From an optimization exercise on the open Yosys and OpenROAD flow, aimed at small area, a short achievable clock period and few clock cycles; shortcuts taken in it are not production practice. Function was checked by simulation only, so behaviour that the tests miss may differ from the original. Power is estimated from default activity; no workload was simulated.

`flow/design.v`:
```
package gcne_pkg;
    localparam int INDEX_W     = 31;
    localparam int COORD_OUT_W = 10;
    localparam int CFG_REG_W   = 11;
    localparam int APB_DATA_W  = 32;
    localparam int APB_ADDR_W  = 4;
    localparam int NUM_SLOTS   = 27;
    localparam int SLOT_W      = 5;
    localparam int PLANE_SLOTS = 9;
    typedef logic [1:0] t_cfg_reg;
    localparam logic [1:0] REG_SIZE_I = 2'd0;
    localparam logic [1:0] REG_SIZE_J = 2'd1;
    localparam logic [1:0] REG_SIZE_K = 2'd2;
    typedef logic [1:0] t_off;
    localparam logic [1:0] OFF_ZERO = 2'd0;
    localparam logic [1:0] OFF_DEC  = 2'd1;
    localparam logic [1:0] OFF_INC  = 2'd2;
    typedef struct packed {
        t_off di;
        t_off dj;
        t_off dk;
    } t_slot_off;
    typedef struct packed {
        logic dec_i;
        logic inc_i;
        logic dec_j;
        logic inc_j;
        logic dec_k;
        logic inc_k;
    } t_nbr_flags;
    function automatic t_slot_off center_offset(logic [3:0] sub);
        t_slot_off o;
        case (sub)
            4'd0:    o = {OFF_ZERO, OFF_ZERO, OFF_ZERO};
            4'd1:    o = {OFF_ZERO, OFF_ZERO, OFF_INC};
            4'd2:    o = {OFF_ZERO, OFF_ZERO, OFF_DEC};
            4'd3:    o = {OFF_ZERO, OFF_INC, OFF_ZERO};
            4'd4:    o = {OFF_ZERO, OFF_INC, OFF_DEC};
            4'd5:    o = {OFF_ZERO, OFF_INC, OFF_INC};
            4'd6:    o = {OFF_ZERO, OFF_DEC, OFF_ZERO};
            4'd7:    o = {OFF_ZERO, OFF_DEC, OFF_DEC};
            4'd8:    o = {OFF_ZERO, OFF_DEC, OFF_INC};
            default: o = {OFF_ZERO, OFF_ZERO, OFF_ZERO};
        endcase
        center_offset = o;
    endfunction
    function automatic t_slot_off side_offset(logic [3:0] sub, t_off di);
        t_slot_off o;
        case (sub)
            4'd0:    o = {di, OFF_ZERO, OFF_ZERO};
            4'd1:    o = {di, OFF_DEC, OFF_ZERO};
            4'd2:    o = {di, OFF_DEC, OFF_DEC};
            4'd3:    o = {di, OFF_DEC, OFF_INC};
            4'd4:    o = {di, OFF_ZERO, OFF_DEC};
            4'd5:    o = {di, OFF_INC, OFF_ZERO};
            4'd6:    o = {di, OFF_INC, OFF_DEC};
            4'd7:    o = {di, OFF_INC, OFF_INC};
            4'd8:    o = {di, OFF_ZERO, OFF_INC};
            default: o = {di, OFF_ZERO, OFF_ZERO};
        endcase
        side_offset = o;
    endfunction
    function automatic t_slot_off slot_offset(int s);
        t_slot_off o;
        if (s < PLANE_SLOTS) o = center_offset(4'(s));
        else if (s < 2 * PLANE_SLOTS) o = side_offset(4'(s - PLANE_SLOTS), OFF_DEC);
        else o = side_offset(4'(s - 2 * PLANE_SLOTS), OFF_INC);
        slot_offset = o;
    endfunction
    function automatic logic axis_ok(t_off o, logic dec_ok, logic inc_ok);
        logic r;
        case (o)
            OFF_DEC: r = dec_ok;
            OFF_INC: r = inc_ok;
            default: r = 1'b1;
        endcase
        axis_ok = r;
    endfunction
    function automatic logic slot_allowed(t_slot_off o, t_nbr_flags f);
        slot_allowed = axis_ok(o.di, f.dec_i, f.inc_i) &
               axis_ok(o.dj, f.dec_j, f.inc_j) &
               axis_ok(o.dk, f.dec_k, f.inc_k);
    endfunction
    function automatic logic [2:0] off_val(t_off o);
        logic [2:0] r;
        case (o)
            OFF_DEC: r = 3'b111;
            OFF_INC: r = 3'b001;
            default: r = 3'b000;
        endcase
        off_val = r;
    endfunction
endpackage
module gcne_front #(
    parameter int MAX_DIM = 1024
) (
    input  logic                               i_clk,
    input  logic                               i_rst_n,
    input  logic                               i_req_valid,
    output logic                               o_req_ready,
    input  logic [gcne_pkg::INDEX_W-1:0]       i_req_cell_index,
    input  logic [$clog2(MAX_DIM)-1:0]         i_last_i,    
    input  logic [$clog2(MAX_DIM)-1:0]         i_last_j,
    input  logic [$clog2(MAX_DIM)-1:0]         i_last_k,
    input  logic                               i_size_zero,   
    input  logic                               i_cfg_wr,
    output logic                               o_job_valid,
    input  logic                               i_job_ready,
    input  logic                               i_job_busy,
    output logic                               o_job_ok,
    output gcne_pkg::t_nbr_flags               o_job_flags,
    output logic [$clog2(MAX_DIM)-1:0]         o_job_i,
    output logic [$clog2(MAX_DIM)-1:0]         o_job_j,
    output logic [$clog2(MAX_DIM)-1:0]         o_job_k
);
    localparam int CW = $clog2(MAX_DIM);
    localparam int SW = $clog2(MAX_DIM + 1);
    localparam int NW = $clog2(3 * CW + 1);
    function automatic logic [NW-1:0] bit_len(logic [CW-1:0] m);
        logic [NW-1:0] r;
        r = '0;
        for (int b = 0; b < CW; b++) begin
            if (m[b]) r = NW'(b + 1);
        end
        bit_len = r;
    endfunction
    logic [CW-1:0]   last_i;
    logic [CW-1:0]   last_j;
    logic [CW-1:0]   last_k;
    assign last_i = i_last_i;
    assign last_j = i_last_j;
    assign last_k = i_last_k;
    logic            r_dirty;    
    logic [NW-1:0]   r_wm1;      
    logic            r_wm1_z;    
    logic            r_zero;     
    logic [NW-1:0]   nbits;
    assign nbits = bit_len(last_i) + bit_len(last_j) + bit_len(last_k);
    always_ff @(posedge i_clk) begin
        if (!i_rst_n) begin
            r_dirty <= 1'b1;
        end else begin
            r_dirty <= i_cfg_wr;
        end
        r_wm1   <= (nbits == '0) ? '0 : nbits - NW'(1);
        r_wm1_z <= (nbits <= NW'(1));
        r_zero  <= i_size_zero;
    end
    logic            r_act;      
    logic [NW-1:0]   r_cnt;      
    logic            r_cnt_z;    
    logic            r_hi;       
    logic [NW-1:0]   sel;
    logic            last_tok;
    logic [gcne_pkg::INDEX_W-1:0] high_mask;
    logic            fetch;
    logic            stall;
    logic            r_a_valid;
    logic            r_a_bit;
    logic            r_a_first;
    logic            r_a_last;
    logic            r_a_rej;
    logic            a_free;
    logic            r_c_done;
    logic            b_hold;
    logic            r_b_valid;
    logic            r_b_last;
    always_comb begin
        for (int b = 0; b < gcne_pkg::INDEX_W; b++) begin
            high_mask[b] = (NW'(b) > r_wm1);
        end
    end
    always_ff @(posedge i_clk) begin
        r_hi <= r_zero || ((i_req_cell_index & high_mask) != '0);
    end
    assign sel      = r_act ? r_cnt : r_wm1;
    assign last_tok = r_act ? (r_cnt_z || r_hi) : r_wm1_z;
    assign a_free      = !r_a_valid || (!stall && !b_hold);
    assign o_req_ready = last_tok && !r_dirty &&
                         (!r_a_valid || ((!r_c_done || !i_job_busy) && !b_hold));
    assign fetch       = i_req_valid && !r_dirty && a_free && (!last_tok || o_req_ready);
    always_ff @(posedge i_clk) begin
        if (!i_rst_n) begin
            r_act <= 1'b0;
        end else if (fetch) begin
            r_act <= !last_tok;
        end
    end
    always_ff @(posedge i_clk) begin
        if (fetch) begin
            r_cnt   <= (r_act ? r_cnt : r_wm1) - NW'(1);
            r_cnt_z <= ((r_act ? r_cnt : r_wm1) == NW'(1));
        end
    end
    always_ff @(posedge i_clk) begin
        if (!i_rst_n) begin
            r_a_valid <= 1'b0;
        end else if (a_free) begin
            r_a_valid <= fetch;
        end
    end
    always_ff @(posedge i_clk) begin
        if (fetch) begin
            r_a_bit   <= i_req_cell_index[sel];
            r_a_first <= !r_act;
            r_a_last  <= last_tok;
            r_a_rej   <= r_act ? r_hi : (r_zero || (i_req_cell_index[gcne_pkg::INDEX_W-1:1] != '0));
        end
    end
    logic            r_b_q;
    logic            r_b_first;
    logic            r_b_rej;
    logic [CW-1:0]   r_rem_j;
    logic [SW-1:0]   t1;
    logic [SW:0]     d1;
    assign t1 = {(r_a_first ? CW'(0) : r_rem_j), r_a_bit};
    assign d1 = {1'b0, t1} + {2'b11, ~last_j};
    assign b_hold = r_a_first && r_b_valid && r_b_last;
    always_ff @(posedge i_clk) begin
        if (!i_rst_n) begin
            r_b_valid <= 1'b0;
        end else if (!stall) begin
            r_b_valid <= r_a_valid && !b_hold;
        end
    end
    always_ff @(posedge i_clk) begin
        if (!stall && r_a_valid && !b_hold) begin
            r_rem_j   <= CW'(d1[SW] ? t1 : d1[SW-1:0]);
            r_b_q     <= !d1[SW];
            r_b_first <= r_a_first;
            r_b_last  <= r_a_last;
            r_b_rej   <= r_a_rej;
        end
    end
    logic [CW-1:0]   r_rem_i;
    logic [CW-1:0]   r_k;
    logic            r_ovf;
    logic            r_c_rej;
    logic [SW-1:0]   t2;
    logic [SW:0]     d2;
    logic            q2;
    logic [CW-1:0]   k_prev;
    logic            step_c;
    assign t2      = {(r_b_first ? CW'(0) : r_rem_i), r_b_q};
    assign d2      = {1'b0, t2} + {2'b11, ~last_i};
    assign q2      = !d2[SW];
    assign k_prev  = r_b_first ? CW'(0) : r_k;
    assign stall  = r_c_done && !i_job_ready;
    assign step_c = r_b_valid && !stall;
    always_ff @(posedge i_clk) begin
        if (!i_rst_n) begin
            r_c_done <= 1'b0;
        end else if (!stall) begin
            r_c_done <= r_b_valid && r_b_last;
        end
    end
    always_ff @(posedge i_clk) begin
        if (step_c) begin
            r_rem_i <= CW'(q2 ? d2[SW-1:0] : t2);
            r_k     <= {k_prev[CW-2:0], q2};
            r_ovf   <= (!r_b_first && r_ovf) || k_prev[CW-1];
            r_c_rej <= r_b_rej;
        end
    end
    assign o_job_valid       = r_c_done;
    assign o_job_ok          = !r_c_rej && !r_ovf && (r_k <= last_k);
    assign o_job_i           = r_rem_i;
    assign o_job_j           = r_rem_j;
    assign o_job_k           = r_k;
    assign o_job_flags.dec_i = (r_rem_i != '0);
    assign o_job_flags.inc_i = (r_rem_i != last_i);
    assign o_job_flags.dec_j = (r_rem_j != '0);
    assign o_job_flags.inc_j = (r_rem_j != last_j);
    assign o_job_flags.dec_k = (r_k != '0);
    assign o_job_flags.inc_k = (r_k != last_k);
endmodule
module gcne_back #(
    parameter int COORD_W = 10
) (
    input  logic                 i_clk,
    input  logic                 i_rst_n,
    input  logic                 i_job_valid,
    output logic                 o_job_ready,
    input  logic                 i_job_ok,
    input  gcne_pkg::t_nbr_flags i_job_flags,
    input  logic [COORD_W-1:0]   i_job_i,
    input  logic [COORD_W-1:0]   i_job_j,
    input  logic [COORD_W-1:0]   i_job_k,
    output logic                 o_res_valid,
    input  logic                 i_res_ready,
    output logic [gcne_pkg::COORD_OUT_W-1:0] o_res_cell_i,
    output logic [gcne_pkg::COORD_OUT_W-1:0] o_res_cell_j,
    output logic [gcne_pkg::COORD_OUT_W-1:0] o_res_cell_k,
    output logic                 o_res_valid_res,
    output logic                 o_res_last
);
    localparam int PS = gcne_pkg::PLANE_SLOTS;
    typedef struct packed {
        gcne_pkg::t_slot_off off;     
        logic [8:0]          step;    
        logic                last;    
    } t_walk;
    function automatic logic [3:0] plane_jk(logic is_side, int p);
        gcne_pkg::t_slot_off o;
        o = is_side ? gcne_pkg::side_offset(4'(p), gcne_pkg::OFF_ZERO)
                    : gcne_pkg::center_offset(4'(p));
        plane_jk = {o.dj, o.dk};
    endfunction
    function automatic logic jk_ok(logic [3:0] jk, gcne_pkg::t_nbr_flags f);
        jk_ok = gcne_pkg::axis_ok(jk[3:2], f.dec_j, f.inc_j) &
                gcne_pkg::axis_ok(jk[1:0], f.dec_k, f.inc_k);
    endfunction
    function automatic logic [2:0] off_step(gcne_pkg::t_off a, gcne_pkg::t_off b);
        logic [2:0] r;
        case ({a, b})
            {gcne_pkg::OFF_ZERO, gcne_pkg::OFF_DEC}:  r = 3'b111;
            {gcne_pkg::OFF_ZERO, gcne_pkg::OFF_INC}:  r = 3'b001;
            {gcne_pkg::OFF_DEC,  gcne_pkg::OFF_ZERO}: r = 3'b001;
            {gcne_pkg::OFF_DEC,  gcne_pkg::OFF_INC}:  r = 3'b010;
            {gcne_pkg::OFF_INC,  gcne_pkg::OFF_ZERO}: r = 3'b111;
            {gcne_pkg::OFF_INC,  gcne_pkg::OFF_DEC}:  r = 3'b110;
            default:                                  r = 3'b000;
        endcase
        off_step = r;
    endfunction
    function automatic t_walk walk(gcne_pkg::t_slot_off c, gcne_pkg::t_nbr_flags f);
        t_walk          w;
        logic           side;
        logic [3:0]     pos;
        logic [PS-1:0]  cand;
        logic           found;
        logic           two;
        logic           jk_any;
        side   = (c.di != gcne_pkg::OFF_ZERO);
        jk_any = f.dec_j | f.inc_j | f.dec_k | f.inc_k;
        pos    = '0;
        for (int p = 0; p < PS; p++) begin
            if ({c.dj, c.dk} == plane_jk(side, p)) pos = 4'(p);
        end
        for (int p = 0; p < PS; p++) begin
            cand[p] = (4'(p) > pos) && jk_ok(plane_jk(side, p), f);
        end
        found = 1'b0;
        two   = 1'b0;
        w.off = '0;
        for (int p = 0; p < PS; p++) begin
            if (cand[p]) begin
                if (found) two = 1'b1;
                else w.off = {c.di, plane_jk(side, p)};
                found = 1'b1;
            end
        end
        if (found) begin
            w.last = !two &&
                     !((c.di == gcne_pkg::OFF_ZERO) && (f.dec_i || f.inc_i)) &&
                     !((c.di == gcne_pkg::OFF_DEC) && f.inc_i);
        end else begin
            w.off  = {((c.di == gcne_pkg::OFF_ZERO) && f.dec_i) ? gcne_pkg::OFF_DEC
                                                                : gcne_pkg::OFF_INC,
                      gcne_pkg::OFF_ZERO, gcne_pkg::OFF_ZERO};
            w.last = !jk_any && !((w.off.di == gcne_pkg::OFF_DEC) && f.inc_i);
        end
        w.step = {off_step(c.di, w.off.di), off_step(c.dj, w.off.dj), off_step(c.dk, w.off.dk)};
        walk = w;
    endfunction
    function automatic logic [COORD_W-1:0] add_step(logic [COORD_W-1:0] x, logic [2:0] d);
        add_step = x + {{(COORD_W-3){d[2]}}, d};
    endfunction
    logic                   r_valid;
    logic                   r_last;
    logic                   r_vres;
    logic [COORD_W-1:0]     r_i;
    logic [COORD_W-1:0]     r_j;
    logic [COORD_W-1:0]     r_k;
    gcne_pkg::t_nbr_flags   r_flags;
    gcne_pkg::t_slot_off    r_noff;     
    logic [8:0]             r_nstep;    
    logic                   r_nlast;    
    t_walk                  w_run;
    t_walk                  w_load;
    t_walk                  w;
    logic                   adv;
    logic                   more;
    logic                   step;
    logic                   load;
    assign w_run  = walk(r_noff, r_flags);
    assign w_load = walk('0, i_job_flags);
    assign w      = more ? w_run : w_load;
    assign adv         = !r_valid || i_res_ready;
    assign more        = r_valid && !r_last;
    assign step        = adv && more;
    assign o_job_ready = adv && !more;
    assign load        = i_job_valid && o_job_ready;
    assign o_res_valid     = r_valid;
    assign o_res_cell_i    = r_i;
    assign o_res_cell_j    = r_j;
    assign o_res_cell_k    = r_k;
    assign o_res_valid_res = r_vres;
    assign o_res_last      = r_last;
    always_ff @(posedge i_clk) begin
        if (!i_rst_n) begin
            r_valid <= 1'b0;
        end else if (adv) begin
            r_valid <= more || i_job_valid;
        end
    end
    always_ff @(posedge i_clk) begin
        if (step) begin
            r_last  <= r_nlast;
            r_i     <= add_step(r_i, r_nstep[8:6]);
            r_j     <= add_step(r_j, r_nstep[5:3]);
            r_k     <= add_step(r_k, r_nstep[2:0]);
            r_noff  <= w.off;
            r_nstep <= w.step;
            r_nlast <= w.last;
        end else if (load) begin
            r_flags <= i_job_flags;
            r_vres  <= i_job_ok;
            r_last  <= !i_job_ok || (i_job_flags == '0);
            r_i     <= i_job_ok ? i_job_i : '0;
            r_j     <= i_job_ok ? i_job_j : '0;
            r_k     <= i_job_ok ? i_job_k : '0;
            r_noff  <= w.off;
            r_nstep <= w.step;
            r_nlast <= w.last;
        end
    end
endmodule
module grid_cell_neighbor_enumerator #(
    parameter int MAX_DIM = 1024
) (
    input  logic                            i_clk,
    input  logic                            i_rst_n,
    input  logic                            req_valid,
    output logic                            req_ready,
    input  logic [gcne_pkg::INDEX_W-1:0]    req_cell_index,
    output logic                            res_valid,
    input  logic                            res_ready,
    output logic [gcne_pkg::COORD_OUT_W-1:0] res_cell_i,
    output logic [gcne_pkg::COORD_OUT_W-1:0] res_cell_j,
    output logic [gcne_pkg::COORD_OUT_W-1:0] res_cell_k,
    output logic                            res_valid_res,
    output logic                            res_last,
    input  logic                            psel,
    input  logic                            penable,
    input  logic                            pwrite,
    input  logic [gcne_pkg::APB_ADDR_W-1:0] paddr,
    input  logic [gcne_pkg::APB_DATA_W-1:0] pwdata,
    output logic [gcne_pkg::APB_DATA_W-1:0] prdata,
    output logic                            pready
);
    localparam int CW = $clog2(MAX_DIM);
    localparam int SW = $clog2(MAX_DIM + 1);
    logic [gcne_pkg::CFG_REG_W-1:0] r_szm_i;
    logic [gcne_pkg::CFG_REG_W-1:0] r_szm_j;
    logic [gcne_pkg::CFG_REG_W-1:0] r_szm_k;
    logic [gcne_pkg::CFG_REG_W-1:0] wr_m;
    logic [CW-1:0]        last_i;
    logic [CW-1:0]        last_j;
    logic [CW-1:0]        last_k;
    logic                 size_zero;
    logic                 cfg_wr;
    gcne_pkg::t_cfg_reg   cfg_sel;
    logic                 job_valid;
    logic                 job_ready;
    logic                 job_ok;
    gcne_pkg::t_nbr_flags job_flags;
    logic [CW-1:0]        job_i;
    logic [CW-1:0]        job_j;
    logic [CW-1:0]        job_k;
    assign pready  = 1'b1;
    assign cfg_wr  = psel && penable && pwrite;
    assign cfg_sel = paddr[3:2];
    assign wr_m = pwdata[gcne_pkg::CFG_REG_W-1:0] - gcne_pkg::CFG_REG_W'(1);
    always_ff @(posedge i_clk) begin
        if (!i_rst_n) begin
            r_szm_i <= '0;
            r_szm_j <= '0;
            r_szm_k <= '0;
        end else if (cfg_wr) begin
            case (cfg_sel)
                gcne_pkg::REG_SIZE_I: r_szm_i <= wr_m;
                gcne_pkg::REG_SIZE_J: r_szm_j <= wr_m;
                gcne_pkg::REG_SIZE_K: r_szm_k <= wr_m;
                default: begin
                end
            endcase
        end
    end
    logic [gcne_pkg::CFG_REG_W-1:0] r_rdata;
    logic [gcne_pkg::CFG_REG_W-1:0] rd_m;
    always_comb begin
        case (cfg_sel)
            gcne_pkg::REG_SIZE_I: rd_m = r_szm_i;
            gcne_pkg::REG_SIZE_J: rd_m = r_szm_j;
            gcne_pkg::REG_SIZE_K: rd_m = r_szm_k;
            default:    rd_m = '1;
        endcase
    end
    always_ff @(posedge i_clk) begin
        r_rdata <= rd_m + gcne_pkg::CFG_REG_W'(1);
    end
    assign prdata = gcne_pkg::APB_DATA_W'(r_rdata);
    function automatic logic [CW-1:0] clamp_last(logic [gcne_pkg::CFG_REG_W-1:0] m);
        clamp_last = (m >= gcne_pkg::CFG_REG_W'(MAX_DIM)) ? CW'(MAX_DIM - 1) : m[CW-1:0];
    endfunction
    assign last_i    = clamp_last(r_szm_i);
    assign last_j    = clamp_last(r_szm_j);
    assign last_k    = clamp_last(r_szm_k);
    assign size_zero = (r_szm_i == '1) || (r_szm_j == '1) || (r_szm_k == '1);
    gcne_front #(
        .MAX_DIM (MAX_DIM)
    ) u_front (
        .i_clk            (i_clk),
        .i_rst_n          (i_rst_n),
        .i_req_valid      (req_valid),
        .o_req_ready      (req_ready),
        .i_req_cell_index (req_cell_index),
        .i_last_i         (last_i),
        .i_last_j         (last_j),
        .i_last_k         (last_k),
        .i_size_zero      (size_zero),
        .i_cfg_wr         (cfg_wr),
        .o_job_valid      (job_valid),
        .i_job_ready      (job_ready),
        .i_job_busy       (res_valid),
        .o_job_ok         (job_ok),
        .o_job_flags      (job_flags),
        .o_job_i          (job_i),
        .o_job_j          (job_j),
        .o_job_k          (job_k)
    );
    gcne_back #(
        .COORD_W (CW)
    ) u_back (
        .i_clk           (i_clk),
        .i_rst_n         (i_rst_n),
        .i_job_valid     (job_valid),
        .o_job_ready     (job_ready),
        .i_job_ok        (job_ok),
        .i_job_flags     (job_flags),
        .i_job_i         (job_i),
        .i_job_j         (job_j),
        .i_job_k         (job_k),
        .o_res_valid     (res_valid),
        .i_res_ready     (res_ready),
        .o_res_cell_i    (res_cell_i),
        .o_res_cell_j    (res_cell_j),
        .o_res_cell_k    (res_cell_k),
        .o_res_valid_res (res_valid_res),
        .o_res_last      (res_last)
    );
endmodule
```
`flow/run.sh`:
```
#!/bin/bash
# synth_recipe.tcl (not shown) runs the flow's synth.tcl, then flattens the netlist and writes it again
# the make line also repeats each setting of config.mk as NAME=value (left out here)
make -C /OpenROAD-flow-scripts/flow DESIGN_CONFIG=/design/flow/config.mk WORK_HOME=/design/flow/orfs CLKGATE_MAP_FILE= SYNTH_SCRIPT=/design/flow/synth_recipe.tcl finish
```
`flow/config.mk`:
```
export PLATFORM = sky130hd
export DESIGN_NAME = grid_cell_neighbor_enumerator
export DESIGN_NICKNAME = grid_cell_neighbor_enumerator
export VERILOG_FILES = /design/flow/design.v
export SDC_FILE = /design/flow/constraint.sdc
export NUM_CORES = 4
export LEC_CHECK = 0
export CAP_MARGIN = 20
export CORE_MARGIN = 2
export CORE_UTILIZATION = 55
export SETUP_SLACK_MARGIN = 4.7
export SLEW_MARGIN = 20
```
`flow/constraint.sdc`:
```
create_clock -name core_clock -period 8.0 [get_ports {i_clk}]
set_input_delay 1.6000 -clock core_clock [delete_from_list [all_inputs] [get_ports {i_clk}]]
set_output_delay 1.6000 -clock core_clock [all_outputs]
set_load 0.01 [all_outputs]
```
==> results of run 1 <==
==> stage by stage <==
stage | cells | area, µm² | hold WS (ps)
floorplan | 1280 | 11600 | 400
global placement | 1567 | 12500 | 403
detailed placement | 1567 | 12500 | 406
CTS | 1606 | 13100 | 421
global route | 1613 | 13300 | 432
finish | 1613 | 13300 | 423
==> cell usage after synthesis (13+ instances only) <==
cell type and number:
a211oi_1 13, edfxtp_1 100, mux2_2 27, xor2_1 31, o21ai_0 44, a31oi_1 13, clkbuf_1 43, nor2_1 110
inv_1 59, o211a_1 33, buf_4 24, ha_1 68, nor2b_1 39, o21a_1 15, a21o_1 29, o22ai_1 36
nor3_1 44, nand2_1 133, dfxtp_1 58, nand3_1 20, xnor2_1 49, a21oi_1 41, nor4_1 23
==> cell type report <==
class | instances | area (µm²)
Fill cell | 1755 | 7040
Multi-Input combinational cell | 979 | 6910
Sequential cell | 158 | 4180
Timing Repair Buffer | 115 | 1120
Clock buffer | 20 | 479
Tap cell | 270 | 338
Inverter | 59 | 221
Clock inverter | 12 | 85.1
==> metal layers <==
metal,GRT usage (%),vias up
li1,-,4701
met1,36.8,4570
met2,44.8,352
met3,3.22,43
met4,7.38,0
met5,0,-
==> placed cells by master, fill, tap and decap left out, types with 15 or more instances in the layout <==
cell type / instances
inv_1: 60
mux2_2: 27
o211a_1: 33
ha_1: 68
o21ai_0: 44
xnor2_1: 49
o22ai_1: 35
xor2_1: 30
o21a_1: 15
nor2_1: 108
a21o_1: 29
clkbuf_16: 19
nor4_1: 19
conb_1: 22
nand2_1: 132
nor3_1: 40
nand3_1: 20
buf_4: 16
dfxtp_1: 53
clkdlybuf4s50_1: 92
a21oi_1: 39
nor2b_1: 39
edfxtp_1: 100
==> power breakdown <==
group	internal (mW)	switching (mW)	total, mW	leakage [nW]
registers	0.920	0.0748	0.995	1.38
logic	0.263	0.302	0.565	3.80
clock network	0.434	0.344	0.778	0.280
total	1.62	0.721	2.34	5.46
==> repair_timing <==
item / in CTS / in global routing
setup buffers: 7 / 6
pin swaps: 2 / 6
cloned: 0 / 1
setup endpoints to repair: 84 / 51
gates resized for setup: 20 / 29
==> cell families after synthesis <==
family,count (synthesis)
AO/OA/AOI/OAI,311
other,2
flip-flops,158
AND/OR/NAND/NOR,445
adder cells (fa/ha/maj),81
buffers and inverters,144
XOR/XNOR,80
multiplexers,39
==> worst paths after layout <==
kind | from | endpoint | depth (start not counted)
setup / recovery | u_front.r_act | req_ready | 4
hold / removal | u_front.r_a_rej | u_front.r_b_rej | 0
setup reg to reg | u_front.r_b_first | u_front.r_rem_i[5] | 13
hold reg to reg | u_front.r_a_rej | u_front.r_b_rej | 0
==> flip-flops by register name, indices dropped and copies added, names as in the netlist, 5 cells and up <==
signal and flops:
u_back.r_noff 6, u_back.r_nstep 9, u_front.r_wm1 5, u_front.r_k 10, r_rdata 11, u_back.r_j 10
u_back.r_i 10, r_szm_k 11, u_back.r_k 10, r_szm_i 11, u_front.r_cnt 5, u_front.r_rem_j 10
r_szm_j 11, u_front.r_rem_i 10, u_back.r_flags 6
==> impl_metrics.csv, run 1 <==
group,metric,value,unit
routing,dr.pass1.iters,5,
synth,synth_mux_area_share,3.91,%
setup_path,worstPathCellList,"nand2b_1, o22ai_2, nor3_2, dlygate4sd2_1",
global_routing,grt_pass1_wl,47.0,mm
placed_design,place_congestion,0.916,
cts,cts_tree,"built",
synth,syn_area_per_cell,9.11,µm²
synth,synth_compound_area_share,19.6,%
synth,yosys.area_share.simple,18.7,%
synth,netlist.top_cell.by_area,"edfxtp_1",
run,cap_violations,0,
run_status,status,"finished clean",
cells_and_area,final_core_util,65.4,%
pwr,power-per-cell-area,175,mW/mm²
synth,ys_async_sr_fraction,0,%
synth,synth-adder-area-share,9.41,%
sta,slew_headroom,34.2,%
sta,tightest_slew,986,ps
synth,synth_area_leaders,"edfxtp_1, dfxtp_1, ha_1, nand2_1, xnor2_1",
sta,post-route-period-util,40.2,%
floorplanning,dieHeight,149,µm
cells_and_area,drive_gt1_share,9.75,%
cts,clock_path_buffers,2,
setup_path,path_buf_inv,1,
setup_path,critPathMaxFanout,9,
global_routing,grt.total_usage,26.7,%
sta,fmax,311,MHz
synth,yosys_register_bits,158,
setup_path,crit_required,6400,ps
cts,numCtsBuffers,17,
cells_and_area,areaGrowthSynthToFinish,16.0,%
cts,cts.clk_slew.worst_paths,60,ps
setup_path,max_stage_delay,390,ps
synth,ys.flop_type,"edfxtp_1",
pwr,ir_worst_vdd,0.000226,V
placed_design,place_ws,3660,ps
setup_path,criticalPathCategory,"reg2out",
setup_path,critPathTopFamily,"simple AND/OR/NAND/NOR gates",
cells_and_area,fin_nets,1482,
routing,drtAntennaViolNets,0,
sta,rsz0062_at_grt,"yes",
synth,synthDistinctLibCells,86,
routing,drt-initial-drc-count,694,
synth,synthXorXnorAreaFrac,6.10,%
cts,cts_num_sinks,158,
floorplanning,io_pins,141,
floorplanning,coreArea,0.0204,mm²
synth,synth_edf_count,100,
floorplanning,fp.dieW,149,µm
setup_path,cp-start-kind,"flop",
sta,period_minus_slack,3220,ps
cts,cts_hold_buf,0,
synth,syn_inst,1260,
sta,hold_viol,0,
sta,finalSetupTns,0,ps
pwr,power.leakage,5.46,nW
routing,wl_met3,1.52,mm
pwr,power,2.34,mW
routing,vias_per_cell,5.99,
setup_path,endpoint_kind,"output port",
global_routing,grt_max_degree,56,
cts,clk_latency,440,ps
hold_path,hold_class,"reg2reg",
floorplanning,fp-row-count,52,
placed_design,dp_hpwl,21.6,mm
synth,synth_top_family_by_area,"compound AO/OA/AOI/OAI gates",
placed_design,placement.io_buffers,95,
global_routing,antenna_found_initial,0,
cells_and_area,diodes,0,
floorplanning,die_area,0.0221,mm²
synth,ys_warn_count,3,
routing,drc,0,
setup_path,crit_arrival,1620,ps
sta,final_max_slew_viol_count,0,
routing,wl_per_cell,18.3,µm
global_routing,overflow,0,
routing,route.met2.wl,14.1,mm
sta,setup_viol,0,
sta,skew,10.8,ps
global_routing,grt_pass1_vias,9089,
cts,ctsRootBufferMaster,"clkbuf_16",
routing,via_count,9666,
synth,synth_top_area_share,26.1,%
setup_path,critPathSlowestCell,"dfxtp_2",
floorplanning,start_util,56.4,%
routing,dr.max_layer_used,"met4",
synth,syn_area,0.0115,mm²
routing,wl_met1,13.3,mm
synth,yosysSeqAreaShare,36.3,%
routing,wl,29.5,mm
sta,finalWorstSetupSlack,4780,ps
cts,htreeDepth,4,
setup_path,regToRegSetupSlack,4820,ps
Testbench counts, summed over its fixed seeds: cycles 128,706.
==> inputs of run 2 (changes only) <==
--- a/flow/config.mk
+++ b/flow/config.mk
@@ -10,3 +10,3 @@
 export CORE_UTILIZATION = 55
-export SETUP_SLACK_MARGIN = 4.7
+export SETUP_SLACK_MARGIN = 5.0
 export SLEW_MARGIN = 20
==> impl_metrics.csv, run 2 <==
group,metric,value,unit
cts,cts_num_sinks,158,
setup_path,endpoint_kind,"flop",
synth,yosys_register_bits,158,
sta,fmax,331,MHz
setup_path,critPathSlowestCell,"edfxtp_1",
synth,synth_edf_count,100,
sta,rsz0062_at_grt,"yes",
setup_path,critPathMaxFanout,5,
cts,cts_tree,"built",
synth,synth_top_area_share,26.1,%
floorplanning,die_area,0.0221,mm²
pwr,clkPwrFrac,33.2,%
global_routing,grt_pass1_wl,48.5,mm
setup_path,critPathMostFrequentCell,"buf_6",
setup_path,worstPathCellList,"buf_6, nor2b_2, ha_1, a21oi_2, nand2b_4, a21boi_2, o41a_1, a31o_1, a221oi_4, buf_6, mux2_4",
pwr,internal_power,1.66,mW
setup_path,regToRegSetupSlack,4980,ps
floorplanning,fp-row-count,52,
synth,netlist.top_cell.by_area,"edfxtp_1",
cts,numCtsBuffers,17,
cells_and_area,fillerInstances,1660,
synth,synth_area_leaders,"edfxtp_1, dfxtp_1, ha_1, nand2_1, xnor2_1",
synth,ys_warn_count,3,
synth,syn_inst,1260,
cells_and_area,diodes,0,
setup_path,crit_required,8180,ps
sta,finalSetupTns,0,ps
setup_path,r2r-start,"u_front.r_b_first",
pwr,power.leakage,6.15,nW
setup_path,crit_arrival,3200,ps
placed_design,place_congestion,0.920,
global_routing,overflow,0,
cells_and_area,areaGrowthSynthToFinish,24.0,%
floorplanning,coreArea,0.0204,mm²
sta,slew_headroom,44.7,%
pwr,p_comb_share,25.8,%
floorplanning,io_pins,141,
cts,htreeDepth,4,
routing,drtAntennaViolNets,0,
sta,final_max_slew_viol_count,0,
setup_path,critPathCapture,"u_front.r_rem_i[2]",
cts,cts.clk_slew.worst_paths,60,ps
cells_and_area,final_common_cell,"nand2_1",
synth,ys_async_sr_fraction,0,%
pwr,p_sw,0.755,mW
run,cap_violations,0,
synth,yosysSeqAreaShare,36.3,%
cells_and_area,drive_gt1_share,18.8,%
sta,post-route-period-util,37.8,%
cells_and_area,layout_common_cells,"nand2_1, nor2_1, edfxtp_1, buf_4, ha_1",
setup_path,max_stage_delay,470,ps
cts,clk_latency,440,ps
routing,wl,31.7,mm
setup_path,cp-start-kind,"flop",
sta,skew,13.3,ps
sta,setup_viol,0,
floorplanning,start_util,56.4,%
routing,dr.pass1.iters,6,
routing,via_count,10111,
global_routing,grt_max_degree,40,
setup_path,ff2ff_path_depth,11,
routing,wl_per_cell,18.9,µm
placed_design,placed_area,0.0126,mm²
routing,drc,0,
global_routing,grt.total_usage,27.7,%
routing,drt-initial-drc-count,741,
synth,syn_area_per_cell,9.11,µm²
cells_and_area,final_area,0.0142,mm²
sta,tightest_slew,823,ps
placed_design,dp_hpwl,21.6,mm
routing,vias_per_cell,6.04,
setup_path,startpoint,"u_front.r_b_first",
cts,clock_path_buffers,2,
synth,ys.flop_type,"edfxtp_1",
floorplanning,fp.dieW,149,µm
pwr,power-per-cell-area,170,mW/mm²
global_routing,grt_pass1_vias,9314,
sta,hold_viol,0,
run_status,status,"finished clean",
global_routing,antenna_found_initial,0,
pwr,ir_worst_vdd,0.000211,V
floorplanning,dieHeight,149,µm
placed_design,placement.io_buffers,95,
synth,synthDistinctLibCells,86,
pwr,switching_share,31.2,%
cells_and_area,final_core_util,69.9,%
setup_path,reg2reg_to,"u_front.r_rem_i[2]",
synth,syn_area,0.0115,mm²
cts,ctsRootBufferMaster,"clkbuf_16",
setup_path,criticalPathCategory,"reg2reg",
synth,synth_commonest_cells,"nand2_1, nor2_1, edfxtp_1",
cts,cts_hold_buf,0,
sta,period_minus_slack,3020,ps
synth,post-synth-top-count-cell,"nand2_1",
pwr,sequentialPowerShare,41.1,%
hold_path,hold_class,"reg2reg",
cells_and_area,fin_nets,1542,
-- run 2: cell counts after synthesis --
No cell type changed its count.
-- run 2: layout make-up --
class | count | area [µm²] | share of cell area, %
clock inverter | 13 | 126 | 0.887
clock buffer | 19 | 443 | 3.11
tap | 270 | 338 | 2.37
multi-input combinational | 981 | 7310 | 51.3
inverter | 59 | 226 | 1.59
sequential | 158 | 4210 | 29.6
timing repair buffer | 173 | 1590 | 11.2
-- run 2: logic make-up (layout without fill, tap and decap cells) --
| kind of cell | after synthesis | count (layout) | share of synthesized area, % |
|---|---|---|---|
| other | 2 | 22 | 0.0654 |
| AND/OR/NAND/NOR | 445 | 447 | 18.7 |
| buffers and inverters | 144 | 264 | 5.88 |
| flip-flops | 158 | 158 | 36.3 |
| AO/OA/AOI/OAI | 311 | 312 | 19.6 |
| multiplexers | 39 | 39 | 3.91 |
| XOR/XNOR | 80 | 80 | 6.10 |
| adder cells (fa/ha/maj) | 81 | 81 | 9.41 |
-- run 2: critical path, delay by kind of cell (launching register included) --
| kind | cells | cell delay, ps |
|---|---|---|
| flip-flops | 1 | 470 |
| adder cells (fa/ha/maj) | 1 | 270 |
| buffers and inverters | 2 | 350 |
| AND/OR/NAND/NOR | 2 | 270 |
| AO/OA/AOI/OAI | 5 | 1110 |
| multiplexers | 1 | 290 |
-- run 2: how the worst min path moves through the flow --
stage,end,cells past startpoint,slack (ps),from
2_1_floorplan,u_front.r_b_last,0,400,u_front.r_a_last
3_3_place_gp,u_front.r_b_rej,0,410,u_front.r_a_rej
3_5_place_dp,u_front.r_b_last,0,410,u_front.r_a_last
4_1_cts,u_front.r_b_last,0,420,u_front.r_a_last
5_1_grt,u_front.r_b_last,0,430,u_front.r_a_last
6_report,u_front.r_b_last,0,420,u_front.r_a_last
-- run 2: stage by stage --
| step | instances | total power [mW] | hold slack (ps) | worst slack, ps |
|---|---|---|---|---|
| after global placement | 1568 | 1.54 | 407 | 4020 |
| after floorplan | 1280 | 1.40 | 400 | 4910 |
| after global routing | 1673 | 2.54 | 432 | 4900 |
| after detailed placement | 1569 | 1.55 | 405 | 3980 |
| final | 1673 | 2.42 | 422 | 4980 |
| after CTS | 1635 | 2.37 | 421 | 5000 |
-- run 2: repair_timing --
action,CTS,global route
gates cloned,1,2
endpoints found under the setup margin,185,159
setup buffers,33,36
gates resized for setup,91,102
pin swaps,20,30
-- run 2: power groups by stage --
stage	combinational [mW]	clock, mW	sequential, mW
floorplan	0.447	0	0.957
detailed placement	0.539	0	1.01
CTS	0.574	0.811	0.988
global placement	0.532	0	1.01
global route	0.691	0.848	0.999
finish	0.623	0.802	0.993
-- run 2: routing by layer --
layer / wire [µm] / global-route usage [%] / share of wire (%) / vias up
li1: - / - / - / 4840
met1: 13900 / 36.7 / 44 / 4833
met2: 15400 / 46.9 / 49 / 385
met3: 1790 / 4.26 / 5.7 / 53
met4: 623 / 8.38 / 2.0 / 0
met5: 0 / 0 / 0 / -
==> inputs of run 3 (changes only) <==
--- a/flow/config.mk
+++ b/flow/config.mk
@@ -9,4 +9,4 @@
 export CORE_MARGIN = 2
-export CORE_UTILIZATION = 55
-export SETUP_SLACK_MARGIN = 5.0
+export CORE_UTILIZATION = 65
+export SETUP_SLACK_MARGIN = 4.8
 export SLEW_MARGIN = 20
==> impl_metrics.csv, run 3 <==
group,metric,value,unit
global_routing,busiest_layer,"met2",
cells_and_area,fin_nets,1507,
sta,final_max_slew_viol_count,0,
synth,yosys_register_bits,158,
synth,syn_area_per_cell,9.11,µm²
global_routing,grt_max_degree,40,
floorplanning,die_area,0.0187,mm²
cts,htreeDepth,4,
routing,wl_per_cell,18.9,µm
sta,tightest_slew,1070,ps
sta,slew_headroom,28.3,%
setup_path,r2r-start,"u_front.r_b_first",
synth,netlist.top_cell.by_area,"edfxtp_1",
global_routing,use_met3,4.96,%
setup_path,critPathMaxFanout,5,
floorplanning,fp-row-count,48,
sta,worst_hold_slack,431,ps
synth,synth_mux_area_share,3.91,%
setup_path,crit_arrival,3370,ps
floorplanning,fp.dieW,137,µm
synth,ys_async_sr_fraction,0,%
placed_design,placement.io_buffers,95,
cts,numCtsBuffers,17,
synth,yosysSeqAreaShare,36.3,%
floorplanning,dieHeight,137,µm
routing,dr.pass1.iters,5,
cts,cts.clk_slew.worst_paths,60,ps
run,cap_violations,0,
routing,drc,0,
sta,skew,7.06,ps
placed_design,dp_hpwl,21.3,mm
global_routing,grt_use_met2,53.2,%
synth,synth_commonest_cells,"nand2_1, nor2_1, edfxtp_1",
cts,cts_num_sinks,158,
cells_and_area,regArea,0.00418,mm²
global_routing,antenna_found_initial,0,
floorplanning,start_util,66.4,%
cts,clk_latency,430,ps
global_routing,grt_pass1_vias,9150,
sta,post-route-period-util,39.9,%
cells_and_area,diodes,0,
routing,vias_per_cell,6.27,
cts,ctsRootBufferMaster,"clkbuf_16",
floorplanning,io_pins,141,
setup_path,endpoint_kind,"flop",
synth,synth_edf_count,100,
cells_and_area,final_common_cell,"nand2_1",
synth,synth_top_area_share,26.1,%
synth,synth_area_leaders,"edfxtp_1, dfxtp_1, ha_1, nand2_1, xnor2_1",
setup_path,cp-start-kind,"flop",
pwr,ir_worst_vdd,0.000185,V
synth,ys_warn_count,3,
global_routing,overflow,0,
cells_and_area,stdcell_count,1593,
cells_and_area,multiInputGateArea,0.00706,mm²
setup_path,criticalPathCategory,"reg2reg",
floorplanning,coreArea,0.0173,mm²
hold_path,hold_class,"reg2reg",
sta,setup_viol,0,
cells_and_area,drive_gt1_share,13.1,%
sta,finalSetupTns,0,ps
synth,syn_inst,1260,
sta,period_minus_slack,3190,ps
placed_design,place_congestion,0.931,
cells_and_area,layout_common_cells,"nand2_1, nor2_1, edfxtp_1, clkdlybuf4s50_1, ha_1",
placed_design,dp_cells,1522,
sta,fmax,314,MHz
synth,post-synth-top-count-cell,"nand2_1",
run_status,status,"finished clean",
synth,syn_area,0.0115,mm²
synth,ys.flop_type,"edfxtp_1",
synth,synth_compound_area_share,19.6,%
global_routing,grt_pass1_wl,46.5,mm
cells_and_area,areaGrowthSynthToFinish,18.9,%
routing,via_count,9986,
setup_path,startpoint,"u_front.r_b_first",
global_routing,grt.total_usage,31.7,%
setup_path,regToRegSetupSlack,4810,ps
pwr,power-per-cell-area,179,mW/mm²
sta,rsz0062_at_grt,"yes",
sta,hold_viol,0,
cts,cts_tree,"built",
synth,synthXorXnorAreaFrac,6.10,%
routing,drt-initial-drc-count,1065,
cts,clock_path_buffers,2,
setup_path,ff2ff_path_depth,13,
synth,synth-adder-area-share,9.41,%
synth,synth_top_family_by_area,"compound AO/OA/AOI/OAI gates",
synth,synthDistinctLibCells,86,
routing,wl,30.1,mm
setup_path,reg2reg_to,"u_front.r_rem_i[3]",
cells_and_area,fillerInstances,1173,
pwr,power.leakage,5.67,nW
global_routing,use_met1,42.1,%
setup_path,crit_required,8180,ps
synth,yosys.area_share.simple,18.7,%
setup_path,critPathCapture,"u_front.r_rem_i[3]",
routing,drtAntennaViolNets,0,
run 3: cell counts after synthesis:
Identical to the previous run, type by type.
run 3: metal layers:
metal  routed length, µm  vias up
met2               14800      437
met1               12600     4718
li1                    -     4772
met4                 716        0
met5                   0        -
met3                1980       59
run 3: cell families after synthesis:
logic type      after synthesis
simple gates                445
compound gates              311
flops                       158
buf+inv                     144
fa+ha+maj                    81
xor+xnor                     80
mux                          39
other cells                   2
run 3: timing repair:
action,4_1_cts,5_1_grt
endpoints found under the setup margin,118,97
hold buffers,0,0
buffers inserted,11,26
resized for setup,29,62
cloned,1,1
pin swaps,5,17
run 3: worst min path at each step:
stage                     start          endpoint  slack [ps]  cells past startpoint
3_3_place_gp    u_front.r_a_rej   u_front.r_b_rej         400                      0
2_1_floorplan  u_front.r_a_last  u_front.r_b_last         400                      0
4_1_cts        u_front.r_a_last  u_front.r_b_last         420                      0
6_report        u_front.r_a_rej   u_front.r_b_rej         430                      0
5_1_grt        u_front.r_a_last  u_front.r_b_last         440                      0
3_5_place_dp   u_front.r_a_last  u_front.r_b_last         410                      0
run 3: through the flow:
step	power, mW	setup slack, ps	cell area, µm²	util [%]
final	2.45	4810	13700	78.9
after global placement	1.53	3830	12400	71.9
after CTS	2.41	4800	13200	76.5
after detailed placement	1.55	3750	12500	72.0
after floorplan	1.40	4820	11600	-
after global routing	2.55	4700	13700	78.9
run 3: critical path, stage by stage, from the launching register on:
cell and delay [ps]:
edfxtp_1 460, inv_2 110, nand2_4 80, inv_4 70, ha_4 180, a21o_1 160
a21oi_2 180, nand2b_4 170, a21boi_4 60, o41a_1 410, a31o_1 270, a221oi_4 310
buf_6 180, mux2_4 300
run 3: final cells by class:
| class | count | share of cell area, % |
|---|---|---|
| Clock inverter | 14 | 1.41 |
| Multi-Input combinational cell | 980 | 51.7 |
| Sequential cell | 158 | 30.6 |
| Clock buffer | 18 | 3.14 |
| Timing Repair Buffer | 139 | 9.42 |
| Inverter | 59 | 1.64 |
| Tap cell | 225 | 2.06 |
run 3: power by group:
group          internal [mW]  switching, mW
clock                  0.522          0.339
sequential             0.920         0.0697
combinational          0.283          0.315
total                   1.73          0.724
==> inputs of run 4 (changes only) <==
==> flow/flow/run.sh (new file) <==
#!/bin/bash
# The standard layout, with the port buffers inserted as the smallest buffer cell
# (resizing then sizes them up where timing needs it). Every input and output port
# still gets its own buffer.
set -euo pipefail
export BUFFER_PORTS_ARGS="-buffer_cell sky130_fd_sc_hd__buf_1"
bash standard.sh finish > standard_flow.log 2>&1
==> flow/standard.sh (new file) <==
#!/bin/bash
# synth_recipe.tcl (not shown) runs the flow's synth.tcl, then flattens the netlist and writes it again
# the make line also repeats each setting of config.mk as NAME=value (left out here)
make -C /OpenROAD-flow-scripts/flow DESIGN_CONFIG=/design/flow/config.mk WORK_HOME=/design/flow/orfs CLKGATE_MAP_FILE= SYNTH_SCRIPT=/design/flow/synth_recipe.tcl "${@:-finish}"
--- a/flow/config.mk
+++ b/flow/config.mk
@@ -9,4 +9,5 @@
 export CORE_MARGIN = 2
-export CORE_UTILIZATION = 65
-export SETUP_SLACK_MARGIN = 4.8
+export CORE_UTILIZATION = 55
+export CTS_BUF_LIST = sky130_fd_sc_hd__clkbuf_4 sky130_fd_sc_hd__clkbuf_8
+export SETUP_SLACK_MARGIN = 4.7
 export SLEW_MARGIN = 20
removed: flow/run.sh
==> impl_metrics.csv, run 4 <==
group,metric,value,unit
cells_and_area,areaGrowthSynthToFinish,8.28,%
cells_and_area,fin_nets,1478,
global_routing,grt.total_usage,25.9,%
synth,ys_async_sr_fraction,0,%
run_status,status,"finished clean",
floorplanning,coreArea,0.0204,mm²
sta,skew,19.7,ps
sta,final_max_slew_viol_count,0,
routing,wl,28.7,mm
cts,numCtsBuffers,17,
floorplanning,dieHeight,149,µm
sta,tightest_slew,1040,ps
setup_path,critPathSlowestCell,"dfxtp_1",
sta,finalSetupTns,0,ps
routing,dr.pass1.iters,7,
routing,vias_per_cell,5.92,
global_routing,grt_pass1_vias,8703,
floorplanning,io_pins,141,
placed_design,dp_hpwl,21.4,mm
floorplanning,fp-row-count,52,
synth,synth_top_area_share,26.1,%
setup_path,path_buf_inv,1,
sta,fmax,312,MHz
floorplanning,fp.dieW,149,µm
setup_path,critPathTopFamily,"compound AO/OA/AOI/OAI gates",
setup_path,r2r-start,"r_szm_j[1]",
sta,setup_viol,0,
cts,cts_num_sinks,158,
synth,syn_inst,1260,
setup_path,max_stage_delay,420,ps
synth,synth_edf_count,100,
cts,htreeDepth,4,
global_routing,grt_pass1_wl,45.2,mm
placed_design,place_ws,3960,ps
global_routing,antenna_found_initial,0,
setup_path,crit_arrival,3410,ps
hold_path,min_from,"u_front.r_a_rej",
setup_path,ff2ff_path_depth,11,
global_routing,grt_max_degree,40,
cts,ctsRootBufferMaster,"clkbuf_8",
pwr,power-per-cell-area,169,mW/mm²
synth,synth_area_leaders,"edfxtp_1, dfxtp_1, ha_1, nand2_1, xnor2_1",
hold_path,hold_end,"u_front.r_b_rej",
setup_path,crit_required,8210,ps
sta,post-route-period-util,40.1,%
cells_and_area,drive_gt1_share,8.96,%
sta,slew_headroom,30.6,%
sta,period_minus_slack,3210,ps
sta,finalWorstSetupSlack,4790,ps
setup_path,regToRegSetupSlack,4790,ps
hold_path,hold_class,"reg2reg",
pwr,power.leakage,5.09,nW
sta,rsz0062_at_grt,"yes",
cts,clk_latency,470,ps
routing,drtAntennaViolNets,0,
synth,ys.flop_type,"edfxtp_1",
synth,post-synth-top-count-cell,"nand2_1",
synth,syn_area_per_cell,9.11,µm²
pwr,power,2.10,mW
routing,via_count,9520,
routing,drt-initial-drc-count,611,
setup_path,critPathMaxFanout,10,
setup_path,critPathMostFrequentCell,"a21oi_1",
setup_path,reg2reg_to,"u_front.r_rem_j[6]",
setup_path,criticalPathCategory,"reg2reg",
sta,hold_viol,0,
sta,worst_hold_slack,426,ps
placed_design,placement.io_buffers,95,
floorplanning,start_util,56.4,%
synth,yosys_register_bits,158,
cells_and_area,diodes,0,
routing,drc,0,
cts,cts_tree,"built",
setup_path,cp-start-kind,"flop",
cells_and_area,layout_common_cells,"nand2_1, nor2_1, edfxtp_1, buf_1, ha_1",
routing,wl_per_cell,17.9,µm
floorplanning,die_area,0.0221,mm²
setup_path,worstPathCellList,"or2_2, inv_1, ha_1, a21o_1, a21oi_1, nand2b_1, a21oi_1, o41a_1, a41oi_2, and2_4, mux2_2",
global_routing,overflow,0,
cells_and_area,final_area,0.0124,mm²
pwr,ir_worst_vdd,0.000195,V
cells_and_area,final_common_cell,"nand2_1",
synth,netlist.top_cell.by_area,"edfxtp_1",
run,cap_violations,0,
cts,cts.clk_slew.worst_paths,80,ps
cts,clock_path_buffers,2,
hold_path,worst_hold_path.num_cells,0,
placed_design,place_congestion,0.945,
setup_path,endpoint_kind,"flop",
synth,synth_commonest_cells,"nand2_1, nor2_1, edfxtp_1",
synth,synthDistinctLibCells,86,
synth,yosysSeqAreaShare,36.3,%
synth,ys_warn_count,3,
placed_design,placed_area,0.0119,mm²
synth,syn_area,0.0115,mm²
-- run 4: cell counts after synthesis --
Identical to the previous run, type by type.
-- run 4: how the worst max path moves through the flow --
stage | startpoint | slack [ps] | cells after the start | end
floorplan | r_szm_j[10] | 4710 | 14 | u_front.r_rem_j[0]
global placement | u_front.r_b_first | 4030 | 12 | u_front.r_rem_i[7]
detailed placement | paddr[2] | 3960 | 8 | r_rdata[10]
CTS | r_szm_k[10] | 4700 | 11 | u_back.r_nstep[3]
global route | r_szm_k[3] | 4620 | 11 | u_back.r_nstep[3]
finish | r_szm_j[1] | 4790 | 11 | u_front.r_rem_j[6]
-- run 4: layer usage --
layer / vias up / part of all wire, % / GRT usage [%]
met1: 4500 / 46 / 35.4
li1: 4703 / - / -
met2: 276 / 47 / 42.6
met3: 41 / 4.8 / 3.99
met4: 0 / 2.1 / 7.81
met5: - / 0 / 0
-- run 4: area by class of cell --
type                    instances  area, µm²
repair buffers                112        498
fillers                      1859       7930
multi-input cells             978       6820
clock inverters                13        129
well taps                     270        338
clock buffers                  19        255
inverters                      59        221
flip-flops and latches        158       4170
-- run 4: metrics by stage --
step,cells,utilization (%)
floorplan,1280,-
global placement,1567,58.4
detailed placement,1567,58.4
CTS,1605,60.6
global route,1609,61.1
finish,1609,61.1
-- run 4: logic make-up (layout without fill, tap and decap cells) --
| kind of cell | count (synthesis) | count (layout) | synth area share, % |
|---|---|---|---|
| AO/OA/AOI/OAI | 311 | 311 | 19.6 |
| XOR/XNOR | 80 | 80 | 6.10 |
| other | 2 | 22 | 0.0654 |
| AND/OR/NAND/NOR | 445 | 445 | 18.7 |
| flip-flops | 158 | 158 | 36.3 |
| multiplexers | 39 | 39 | 3.91 |
| buffers and inverters | 144 | 203 | 5.88 |
| adder cells (fa/ha/maj) | 81 | 81 | 9.41 |
-- run 4: what timing repair did --
item,4_1_cts,5_1_grt
setup buffers,6,4
endpoints found under the setup margin,35,45
hold buffers,0,0
pin swaps,1,3
hold endpoints to repair,0,0
resized for setup,9,17
-- run 4: report_power, final --
part	total, mW	switching (mW)	internal [mW]
Clock	0.587	0.321	0.266
Sequential	0.989	0.0696	0.919
Combinational	0.528	0.294	0.234
==> inputs of run 5 (changes only) <==
--- a/flow/design.v
+++ b/flow/design.v
@@ -164,2 +164,3 @@
     logic            r_c_done;
+    logic            r_rej_pend;   
     logic            b_hold;
@@ -179,3 +180,3 @@
     assign o_req_ready = last_tok && !r_dirty &&
-                         (!r_a_valid || ((!r_c_done || !i_job_busy) && !b_hold));
+                         (!r_a_valid || ((!r_c_done || (!i_job_busy && !r_rej_pend)) && !b_hold));
     assign fetch       = i_req_valid && !r_dirty && a_free && (!last_tok || o_req_ready);
@@ -247,3 +248,14 @@
     assign k_prev  = r_b_first ? CW'(0) : r_k;
-    assign stall  = r_c_done && !i_job_ready;
+    logic            c_ok;
+    logic            convert;
+    assign c_ok    = !r_c_rej && !r_ovf && (r_k <= last_k);
+    assign convert = r_c_done && !c_ok && !r_rej_pend && !i_job_ready;
+    assign stall   = r_c_done && !((i_job_ready && !r_rej_pend) || convert);
+    always_ff @(posedge i_clk) begin
+        if (!i_rst_n) begin
+            r_rej_pend <= 1'b0;
+        end else begin
+            r_rej_pend <= convert || (r_rej_pend && !i_job_ready);
+        end
+    end
     assign step_c = r_b_valid && !stall;
@@ -264,4 +276,4 @@
     end
-    assign o_job_valid       = r_c_done;
-    assign o_job_ok          = !r_c_rej && !r_ovf && (r_k <= last_k);
+    assign o_job_valid       = r_c_done || r_rej_pend;
+    assign o_job_ok          = c_ok && !r_rej_pend;
     assign o_job_i           = r_rem_i;
==> impl_metrics.csv, run 5 <==
group,metric,value,unit
run_status,status,"finished clean",
setup_path,critPathTopFamily,"compound AO/OA/AOI/OAI gates",
sta,fmax,312,MHz
cts,cts_num_sinks,159,
sta,finalSetupTns,0,ps
placed_design,dp_cells,1585,
cells_and_area,stdcell_count,1640,
synth,post-synth-top-count-cell,"nor2_1",
cts,htreeDepth,4,
setup_path,max_stage_delay,440,ps
routing,dr.pass1.iters,5,
setup_path,endpoint_kind,"flop",
run,cap_violations,0,
synth,synthXorXnorAreaFrac,6.24,%
cts,cts_tree,"built",
global_routing,antenna_found_initial,0,
routing,vias_per_cell,5.95,
cells_and_area,layout_common_cells,"nor2_1, edfxtp_1, buf_1, nand2_1",
synth,yosysSeqAreaShare,36.4,%
cts,clock_path_buffers,2,
synth,yosys_register_bits,159,
floorplanning,coreArea,0.0204,mm²
synth,syn_area_per_cell,9.02,µm²
setup_path,crit_arrival,3420,ps
global_routing,grt_max_degree,56,
setup_path,cp-start-kind,"flop",
global_routing,grt.total_usage,26.7,%
setup_path,criticalPathCategory,"reg2reg",
routing,drt-initial-drc-count,849,
floorplanning,io_pins,141,
placed_design,dp_hpwl,21.3,mm
hold_path,hold_class,"reg2reg",
synth,synth_top_area_share,26.1,%
pwr,power.leakage,4.88,nW
sta,setup_viol,0,
cells_and_area,drive_gt1_share,11.5,%
sta,final_max_slew_viol_count,0,
floorplanning,dieHeight,149,µm
routing,drtAntennaViolNets,0,
setup_path,critPathMaxFanout,5,
floorplanning,fp.dieW,149,µm
placed_design,placed_area,0.0119,mm²
routing,wl,29.7,mm
routing,drc,0,
sta,finalWorstSetupSlack,4800,ps
floorplanning,start_util,56.5,%
global_routing,grt_pass1_wl,46.9,mm
placed_design,place_congestion,0.899,
cts,numCtsBuffers,17,
placed_design,place_ws,3780,ps
synth,synth-adder-area-share,9.31,%
cts,clk_latency,470,ps
sta,rsz0062_at_grt,"yes",
synth,synth_edf_count,100,
setup_path,crit_required,8220,ps
synth,synth_compound_area_share,19.6,%
sta,period_minus_slack,3200,ps
synth,ys.flop_type,"edfxtp_1",
synth,synthDistinctLibCells,83,
pwr,power-per-cell-area,172,mW/mm²
synth,ys_async_sr_fraction,0,%
sta,post-route-period-util,40.0,%
global_routing,grt_pass1_vias,8845,
synth,synth_area_leaders,"edfxtp_1, dfxtp_1, ha_1, nor2_1, xnor2_1",
sta,hold_viol,0,
cts,cts.clk_slew.worst_paths,90,ps
cells_and_area,final_core_util,62.6,%
placed_design,placement.io_buffers,95,
pwr,power,2.19,mW
pwr,ir_worst_vdd,0.000204,V
routing,wl_per_cell,18.1,µm
synth,synth_mux_area_share,4.36,%
cts,ctsRootBufferMaster,"clkbuf_8",
synth,ys_warn_count,3,
setup_path,critPathSlowestCell,"a221o_2",
floorplanning,die_area,0.0221,mm²
synth,synth_top_family_by_area,"compound AO/OA/AOI/OAI gates",
sta,tightest_slew,942,ps
cells_and_area,final_common_cell,"nor2_1",
global_routing,overflow,0,
setup_path,worstPathCellList,"buf_4, inv_2, nand2_2, inv_1, ha_1, a21o_1, a21oi_2, nand2b_1, a21oi_1, o41a_1, a31o_4, a221o_2, mux2_2",
sta,slew_headroom,35.4,%
synth,synth_commonest_cells,"nor2_1, edfxtp_1, nand2_1",
setup_path,path_buf_inv,3,
routing,via_count,9754,
synth,netlist.top_cell.by_area,"edfxtp_1",
synth,yosys.area_share.simple,18.0,%
synth,syn_inst,1275,
sta,skew,14.3,ps
cells_and_area,fin_nets,1509,
cells_and_area,diodes,0,
cells_and_area,areaGrowthSynthToFinish,10.8,%
synth,syn_area,0.0115,mm²
cells_and_area,final_area,0.0127,mm²
sta,worst_hold_slack,426,ps
floorplanning,fp-row-count,52,
run 5: cell count changes in the layout (fill, tap and decap cells not counted), moves of 8 or more:
cell / previous run / this run
a211oi_1: 12 / 42
nand3_1: 20 / 30
nor2b_1: 39 / 31
buf_4: 14 / 24
nor2_1: 108 / 147
nand2_1: 132 / 87
o211a_1: 33 / 3
inv_1: 58 / 68
run 5: path summary, 6_finish.rpt:
kind         slack [ps]  cells after the start              start                  to
min                 430                      0   u_front.r_a_last    u_front.r_b_last
max reg2reg        4800                     13  u_front.r_a_first  u_front.r_rem_j[7]
min reg2reg         430                      0   u_front.r_a_last    u_front.r_b_last
max                4800                     13  u_front.r_a_first  u_front.r_rem_j[7]
run 5: power breakdown:
part | total, mW | switching, mW | internal [mW]
Sequential | 0.988 | 0.0654 | 0.923
Clock | 0.668 | 0.339 | 0.329
Combinational | 0.537 | 0.301 | 0.236
run 5: area by class of cell:
type                    instances  area, µm²
flip-flops and latches        159       4200
repair buffers                123        586
clock inverters                14        191
clock buffers                  18        248
multi-input cells             984       6920
fillers                      1805       7620
well taps                     270        338
inverters                      72        270
run 5: logic make-up (layout without fill, tap and decap cells):
| logic type | after synthesis | count (layout) |
|---|---|---|
| AND/OR/NAND/NOR | 435 | 437 |
| AO/OA/AOI/OAI | 318 | 319 |
| flip-flops | 159 | 159 |
| buffers and inverters | 155 | 227 |
| XOR/XNOR | 82 | 82 |
| adder cells (fa/ha/maj) | 80 | 80 |
| multiplexers | 44 | 44 |
| other | 2 | 22 |
run 5: layer usage:
| layer | GRT usage, % | wire, µm | vias up |
|---|---|---|---|
| li1 | - | - | 4795 |
| met1 | 37.9 | 13700 | 4644 |
| met2 | 44.1 | 14300 | 285 |
| met3 | 2.98 | 1320 | 30 |
| met4 | 5.81 | 357 | 0 |
| met5 | 0 | 0 | - |
run 5: timing repair:
item | 4_1_cts | 5_1_grt
setup endpoints to repair | 112 | 98
gates resized for setup | 18 | 40
pin swaps | 2 | 3
hold buffers | 0 | 0
gates cloned | 1 | 2
buffers inserted | 12 | 8
Testbench counts of run 5, summed over its fixed seeds: cycles 126,644.
==> inputs of run 6 (changes only) <==
--- a/flow/config.mk
+++ b/flow/config.mk
@@ -10,3 +10,2 @@
 export CORE_UTILIZATION = 55
-export CTS_BUF_LIST = sky130_fd_sc_hd__clkbuf_4 sky130_fd_sc_hd__clkbuf_8
 export SETUP_SLACK_MARGIN = 4.7
==> impl_metrics.csv, run 6 <==
group,metric,value,unit
run_status,status,"finished clean",
floorplanning,coreArea,0.0204,mm²
setup_path,cp-start-kind,"flop",
floorplanning,dieHeight,149,µm
cells_and_area,areaGrowthSynthToFinish,13.0,%
sta,skew,12.0,ps
floorplanning,fp-row-count,52,
sta,tightest_slew,929,ps
synth,synthDistinctLibCells,83,
floorplanning,fp.dieW,149,µm
pwr,power,2.39,mW
routing,drt-initial-drc-count,764,
routing,dr.pass1.iters,5,
setup_path,criticalPathCategory,"reg2out",
setup_path,critPathMaxFanout,3,
synth,synth_commonest_cells,"nor2_1, edfxtp_1, nand2_1",
routing,wl_per_cell,18.2,µm
synth,ys_async_sr_fraction,0,%
synth,netlist.top_cell.by_area,"edfxtp_1",
cts,htreeDepth,4,
routing,via_count,9783,
pwr,power.leakage,4.99,nW
placed_design,place_ws,3780,ps
synth,synth_area_leaders,"edfxtp_1, dfxtp_1, ha_1, nor2_1, xnor2_1",
synth,ys_warn_count,3,
synth,post-synth-top-count-cell,"nor2_1",
hold_path,hold_class,"reg2reg",
routing,vias_per_cell,5.95,
sta,hold_viol,0,
routing,drc,0,
synth,ys.flop_type,"edfxtp_1",
cells_and_area,final_core_util,63.8,%
placed_design,placement.io_buffers,95,
sta,rsz0062_at_grt,"yes",
cells_and_area,drive_gt1_share,11.8,%
global_routing,antenna_found_initial,0,
sta,final_max_slew_viol_count,0,
global_routing,grt_pass1_vias,8845,
synth,synth_top_area_share,26.1,%
routing,drtAntennaViolNets,0,
sta,finalWorstSetupSlack,4740,ps
pwr,ir_worst_vdd,0.000205,V
synth,syn_area_per_cell,9.02,µm²
sta,period_minus_slack,3260,ps
synth,synth_edf_count,100,
cts,cts_num_sinks,159,
cells_and_area,final_area,0.0130,mm²
cts,cts_tree,"built",
hold_path,worst_hold_path.num_cells,0,
global_routing,grt_max_degree,56,
sta,slew_headroom,36.3,%
cts,clock_path_buffers,2,
placed_design,place_congestion,0.899,
sta,finalSetupTns,0,ps
synth,yosysSeqAreaShare,36.4,%
floorplanning,io_pins,141,
synth,syn_inst,1275,
cts,ctsRootBufferMaster,"clkbuf_16",
sta,fmax,307,MHz
sta,post-route-period-util,40.7,%
cts,numCtsBuffers,17,
cts,clk_latency,440,ps
synth,yosys_register_bits,159,
setup_path,crit_arrival,1660,ps
setup_path,crit_required,6400,ps
global_routing,grt.total_usage,27.0,%
placed_design,placed_area,0.0119,mm²
cells_and_area,final_common_cell,"nor2_1",
cells_and_area,diodes,0,
setup_path,ff2ff_path_depth,11,
global_routing,overflow,0,
setup_path,endpoint_kind,"output port",
cts,cts.clk_slew.worst_paths,60,ps
cells_and_area,fin_nets,1512,
run,cap_violations,0,
cts,cts_hold_buf,0,
floorplanning,die_area,0.0221,mm²
pwr,power-per-cell-area,184,mW/mm²
sta,setup_viol,0,
routing,wl,29.9,mm
floorplanning,start_util,56.5,%
global_routing,grt_pass1_wl,47.2,mm
placed_design,dp_hpwl,21.3,mm
cells_and_area,layout_common_cells,"nor2_1, edfxtp_1, buf_1, nand2_1, inv_1",
synth,syn_area,0.0115,mm²
==> run 6: cell counts after synthesis <==
Identical to the previous run, type by type.
==> run 6: timing repair <==
item | CTS | global route
pin swaps | 3 | 6
buffers inserted | 12 | 11
resized for setup | 19 | 43
endpoints found under the setup margin | 114 | 97
cloned | 2 | 1
==> run 6: kinds of logic (layout without fill, tap and decap cells) <==
family | count (synthesis) | count (layout) | share of synthesized area, %
simple gates | 435 | 437 | 18.0
compound gates | 318 | 319 | 19.6
flops | 159 | 159 | 36.4
buf+inv | 155 | 230 | 6.07
xor+xnor | 82 | 82 | 6.24
fa+ha+maj | 80 | 80 | 9.31
mux | 44 | 44 | 4.36
other cells | 2 | 22 | 0.0653
==> run 6: layout make-up <==
cell class / instances / area [µm²]
sequential: 159 / 4200
multi-input combinational: 984 / 6950
inverter: 72 / 270
clock buffer: 20 / 489
tap: 270 / 338
fill: 1771 / 7370
clock inverter: 12 / 131
timing repair buffer: 126 / 624
==> run 6: final timing paths <==
path	start	to	slack (ps)
setup / recovery	u_front.r_a_first	req_ready	4740
hold / removal	u_front.r_b_rej	u_front.r_c_rej	420
setup reg to reg	u_front.r_a_first	u_front.r_rem_j[0]	4790
hold reg to reg	u_front.r_b_rej	u_front.r_c_rej	420
==> run 6: critical path: stages (launching register included) <==
cell and delay, ps:
edfxtp_1 470, buf_6 180, nand3_4 80, nand2_4 60, a211oi_2 260, buf_2 180
==> run 6: routing by layer <==
metal | track usage [%] | part of all wire, % | up-vias
met2 | 44.6 | 48 | 330
met4 | 6.24 | 1.4 | 0
met3 | 3.07 | 5.6 | 27
met5 | 0 | 0 | -
met1 | 38.2 | 45 | 4619
li1 | - | - | 4807
==> run 6: metrics by stage <==
stage / hold slack (ps) / instances
after global routing: 436 / 1643
after floorplan: 400 / 1295
after CTS: 421 / 1631
after global placement: 402 / 1585
after detailed placement: 405 / 1585
final: 421 / 1643
==> run 6: power by group <==
| group | switching (mW) | internal [mW] | total [mW] |
|---|---|---|---|
| clock network | 0.373 | 0.487 | 0.860 |
| registers | 0.0647 | 0.924 | 0.988 |
| logic | 0.302 | 0.238 | 0.541 |

what the ideal ports hide:
No port has a modelled driver above. Below, the same layouts with a new extraction and two added sets of constraints. Step 1 sets driving cells, clkbuf_16 on the clock port and buf_2 on the other inputs (assumed; they add their load-dependent delay and slew). Step 2 moves the port delays by t, midway between the first and last clock arrival at a register: inputs arrive t later, outputs are due t later. That takes back most of the time a late clock gives input paths. Slacks: no drivers / after step 1 / after step 2; pairs: no drivers / after step 1.
run	t, ns	setup WS [ns]	worst slew at a driven data input, ns
run 1	0.473	4.781 / 4.738 / 4.318	0.06
run 2	0.477	4.977 / 4.977 / 4.592	0.05
run 3	0.475	4.812 / 4.786 / 4.419	0.05
run 4	0.502	4.793 / 4.779 / 4.387	0.06
run 5	0.504	4.800 / 4.759 / 4.485	0.05
run 6	0.480	4.741 / 4.696 / 4.471	0.05
After both steps every run listed still meets setup and hold. For run 1, which loses most, drivers alone change the setup slack by -0.043 ns; drivers and shift together by -0.463 ns.
